Background: an optimization exercise with open tools, aiming at small area and a short achievable clock period. Do not read the settings as production practice. No run shown here included a check of the RTL's function; only the layout flow was run. Power figures rest on the tool's default switching activity, not on a simulated workload.

==> flow/design.v, too long to show whole: its modules and the start of the top module <==
// module fir_fa: 10 lines
// module fir_ha: 9 lines
// module fir_tpose_param: 6266 lines
module fir_tpose_param
#(
  parameter int NTAPS     = 12,
  parameter int DW        = 12,
  parameter int CW        = 12,
  parameter int OW        = 16,
  parameter int OUT_SHIFT = 9
) (
  input  logic                  i_clk,
  input  logic                  i_rst,
  input  logic                  i_clear,
  input  logic                  i_in_valid,
  input  logic signed [DW-1:0]  i_xin,
  input  logic                  i_coef_we,
  input  logic [fir_pkg::FIR_ADDR_W-1:0] i_coef_addr,
  input  logic signed [CW-1:0]  i_coef_data,
  output logic                  o_out_valid,
  output logic signed [OW-1:0]  o_yout,
  output logic                  o_sat
);
  // ...
==> flow/flow/run.sh <==
#!/bin/bash
set -euo pipefail
MARGIN=6.65
bash standard.sh SETUP_SLACK_MARGIN=$MARGIN MATCH_CELL_FOOTPRINT=0 finish > flow_standard.log 2>&1
==> flow/standard.sh <==
#!/bin/bash
# synth_recipe.tcl (not shown) runs the flow's synth.tcl, then flattens the netlist and writes it again
# the make line also repeats each setting of config.mk as NAME=value (left out here)
make -C /OpenROAD-flow-scripts/flow DESIGN_CONFIG=/design/flow/config.mk WORK_HOME=/design/flow/orfs CLKGATE_MAP_FILE= SYNTH_SCRIPT=/design/flow/synth_recipe.tcl "${@:-finish}"
==> flow/config.mk <==
export PLATFORM = sky130hd
export DESIGN_NAME = fir_tpose_param
export DESIGN_NICKNAME = fir_tpose_param
export VERILOG_FILES = /design/flow/design.v
export SDC_FILE = /design/flow/constraint.sdc
export NUM_CORES = 4
export LEC_CHECK = 0
export CAP_MARGIN = 20
export CORE_MARGIN = 2
export CORE_UTILIZATION = 40
export CTS_CLUSTER_DIAMETER = 150
export CTS_CLUSTER_SIZE = 26
export SLEW_MARGIN = 20
export SYNTH_HIERARCHICAL = 1
==> flow/constraint.sdc <==
create_clock -name core_clock -period 10.0 [get_ports {i_clk}]
set_input_delay 2.0000 -clock core_clock [delete_from_list [all_inputs] [get_ports {i_clk}]]
set_output_delay 2.0000 -clock core_clock [all_outputs]
set_load 0.01 [all_outputs]
==> qor.csv, run 1 <==
metric;value;unit
final_util;0.430;
inv_count;6;
synthSimpleGateAreaFrac;0.0162;
min_from;r_vld1;
finalInstanceArea;69000;um2
critPathBufInv;0;
status;no timing/DRC/antenna violations;
non_clock_buffer_area_share;0.0318;
grtUsageMet3;0.0264;
syn_inst;4650;
synth_compound_area_frac;0.108;
clk_pin_slew_worst_paths;0.11;ns
max_freq;303;MHz
startpoint_type;register;
cpLargestDelayFamily;adder cells;
start_util;0.402;
final_common_cell;fa_1;
top_layer;met4;
hold_violations;0;
r2r_slack;6.70;ns
pre_cts_slack;5.80;ns
numCtsBuffers;38;
final_cell_mix;fa_1, xnor2_1, a22oi_1;
nets;5680;
reg2reg_depth;6;
die_x;406;um
fin_ws;6.70;ns
worstSetupPathType;register to register;
wl_per_cell;25.4;um
portBuffers;52;
synth_area;64500;um2
multi_input_comb_cells;3368;
critPathCaptureType;register;
routabilityCongestion;0.830;
insertion_delay;0.66;ns
ios;53;
setup_viol;0;
holdPathStages;0;
multi_input_area_share;0.569;
timing.setup.tns;0;ns
finalWirelength;167;mm
antenna_left;0;
seq_share;0.343;
synthTopCellsByCount;fa_1, xnor2_1, a22oi_1, edfxtp_1, clkbuf_1;
==> run 2, diff against run 1 <==
--- a/flow/config.mk
+++ b/flow/config.mk
@@ -6,9 +6,9 @@
 export NUM_CORES = 4
 export LEC_CHECK = 0
-export CAP_MARGIN = 20
+export CAP_MARGIN = 5
 export CORE_MARGIN = 2
 export CORE_UTILIZATION = 40
-export CTS_CLUSTER_DIAMETER = 150
-export CTS_CLUSTER_SIZE = 26
-export SLEW_MARGIN = 20
+export CTS_CLUSTER_DIAMETER = 120
+export CTS_CLUSTER_SIZE = 20
+export SLEW_MARGIN = 5
 export SYNTH_HIERARCHICAL = 1
==> qor.csv, run 2 <==
metric;value;unit;change
status;no timing/DRC/antenna violations;;
worstSetupPathType;register to register;;
cts_sinks;808;;
reg2reg_depth;6;;unchanged
critPathMaxFanout;42;;
peakVddDrop;0.191;mV;
start_util;0.402;;unchanged
r2r_slack;6.69;ns;about the same
synth_area;64500;um2;unchanged
critPathCaptureType;register;;
pwr_density_cell;337;nW/um2;
min_period;3.31;ns;
yosysMostFrequentCell;fa_1;;
vias_per_cell;5.76;;
cp.required;10.43;ns;
clk_pin_slew_worst_paths;0.09;ns;-0.02 ns
clockRootBuffer;clkbuf_16;;
die_y;406;um;
arrival;3.74;ns;
synth_ff_type;edfxtp_1;;
cts_tree;done;;
wl_met1;69.0;mm;
insertion_delay;0.71;ns;+0.05 ns
hold_class;register to register;;
startpoint_type;register;;
yosys_warnings;17;;
slew_viol_final;0;;
grt_max_degree;193;;
power;23.4;mW;
wl_per_cell;25.2;um;-0.67%
drc_errors;0;;
critPathLaunch;r_neg[2][1];;
final_common_cell;fa_1;;
worstReg2RegStart;r_neg[2][1];;
setup_viol;0;;unchanged
tightestPinTransition;1.17;ns;
top_register;r_coef;;
syn_area_per_cell;13.9;um2;
fin_ws;6.69;ns;-0.00799 ns
synth-edff-count;729;;
max_freq;302;MHz;-0.24%
grt_pass1_vias;42000;;
numCtsBuffers;49;;+29%
yosys.area.top_type;edfxtp_1;;
finalInstanceArea;69300;um2;+0.53%
hold_buffers;0;;
coreArea;160000;um2;
synthTopCellsByCount;fa_1, xnor2_1, a22oi_1, edfxtp_1, clkbuf_1;;
synth_area_leaders;edfxtp_1, fa_1, xnor2_1;;
finalCritPeriodShare;0.331;;
final_util;0.432;;+0.00229
die_x;406;um;unchanged
grt_pass1_wl;254;mm;
syn_inst;4650;;unchanged
finalNonFillerCells;6619;;
finalWirelength;167;mm;-0.25%
num_vias;38100;;
reg2reg_to;r_p6[24];;
fin_skew;0.0820;ns;
drv_cap;0;;
routabilityCongestion;0.830;;unchanged
antenna_left;0;;unchanged
drive_gt1_frac;0.0539;;
ys_seq_area_frac;0.366;;
cp-endpoint;r_p6[24];;
clock_path_buffers;3;;
antenna_found_initial;6;;
ios;53;;unchanged
max_slew_margin;0.222;;
area_delta_synth_final;7.42;%;
largest_reg_flops;144;;
overflow;0;;
rsz0062_at_grt;true;;
final_cell_mix;fa_1, xnor2_1, a22oi_1;;
std_cell_rows;147;;
timing.setup.tns;0;ns;unchanged
async_reset_ff_frac;0.0347;;
synth_cell_types;59;;
p_leak;24.2;nW;
dp_hpwl;108;mm;
portBuffers;52;;unchanged
whs;0.358;ns;
dieArea;165000;um2;
drtIter0Drc;3366;;
htreeDepth;2;;
placedCellCount;6480;;
pre_cts_slack;5.80;ns;unchanged
placed_area;66700;um2;
yosys.area.top_type_share;0.339;;
nets;5695;;+0.26%
wl_met3;11.4;mm;
top_layer;met4;;
ys_ff_latch;808;;
grtUsageTotal;0.202;;
dr.pass1.iters;6;;
hold_violations;0;;unchanged
wl_met2;82.1;mm;
-- run 2: layout make-up --
type | count | area, um2
sequential | 808 | 23700
multi-input combinational | 3368 | 39200
antenna | 8 | 20.0
clock inverter | 10 | 171
fill | 14400 | 91000
timing repair buffer | 184 | 2220
inverter | 6 | 22.5
clock buffer | 75 | 1330
tap | 2160 | 2700
-- run 2: cells by family (layout without fill, tap and decap cells) --
family,Yosys count,count (layout),share of synthesized area
flip-flops,808,808,0.366
AND/OR/NAND/NOR,214,214,0.0162
AO/OA/AOI/OAI,950,950,0.108
other,2,12,0.000116
buffers and inverters,476,275,0.0279
multiplexers,3,3,0.000465
adder cells (fa/ha/maj),1243,1243,0.352
XOR/XNOR,954,954,0.129
-- run 2: worst min-delay path by stage --
stage / slack (ns) / from / endpoint / cells past startpoint
finish: 0.36 / r_vld1 / o_out_valid / 0
global route: 0.37 / r_vld1 / o_out_valid / 0
CTS: 0.36 / r_vld1 / o_out_valid / 0
detailed placement: 0.34 / r_vld1 / o_out_valid / 0
global placement: 0.34 / r_vld1 / o_out_valid / 0
floorplan: 0.33 / r_vld1 / o_out_valid / 0
-- run 2: metal layers --
layer / up-vias / GRT usage
met5: - / 0
met4: 0 / 0.0603
met3: 260 / 0.0312
met2: 1451 / 0.339
met1: 20400 / 0.269
li1: 16000 / -
-- run 2: modules after synthesis (local to each module, per instance) --
module	copies in the design	cell area, um2	cells
fir_fa	956	20.0	1
fir_ha	250	12.5	1
fir_tpose_param	1	42300	3444
-- run 2: where the power goes --
group          total, mW  internal [mW]  leakage, nW  switching (mW)
registers           7.30           6.57         7.66           0.737
logic               13.9           6.51         15.8            7.36
clock network       2.20          0.974        0.717            1.23
total               23.4           14.1         24.2            9.33
-- run 2: timing repair --
item	4_1_cts	5_1_grt
setup buffers	2	42
gates resized for setup	68	75
pin swaps	1	0
cloned	0	2
endpoints found under the setup margin	242	217
-- run 2: worst max-delay path, cell delays in order (launching register included) --
cell	delay, ns
edfxtp_1	0.35
buf_6	0.47
xnor2_1	0.22
fa_1	0.51
fa_1	0.48
fa_1	0.53
fa_1	0.41

==> what the ideal ports hide <==
The results above use ideal ports. As a check the final layouts listed here were re-extracted and re-timed, cells and wires unchanged. Step 1 assumes that a clkbuf_16 drives the clock port and a buf_2 every other input. Step 2, shift: input delay + t, output delay - t, t = (earliest + latest rising clock arrival at the registers) / 2. This alone moves slack from input paths to output paths. a / b / c = ideal / step 1 / step 2; a / b = the first two.
run	t, ns	setup WS [ns]	worst register clock-pin slew, ns
run 1	0.718	6.697 / 6.697 / 6.142	0.12 / 0.12
run 2	0.759	6.689 / 6.667 / 6.037	0.10 / 0.10
After both steps every run listed still meets setup and hold. The setup slack of run 2, which loses most, moves by -0.022 ns with the drivers and by -0.652 ns with both steps.
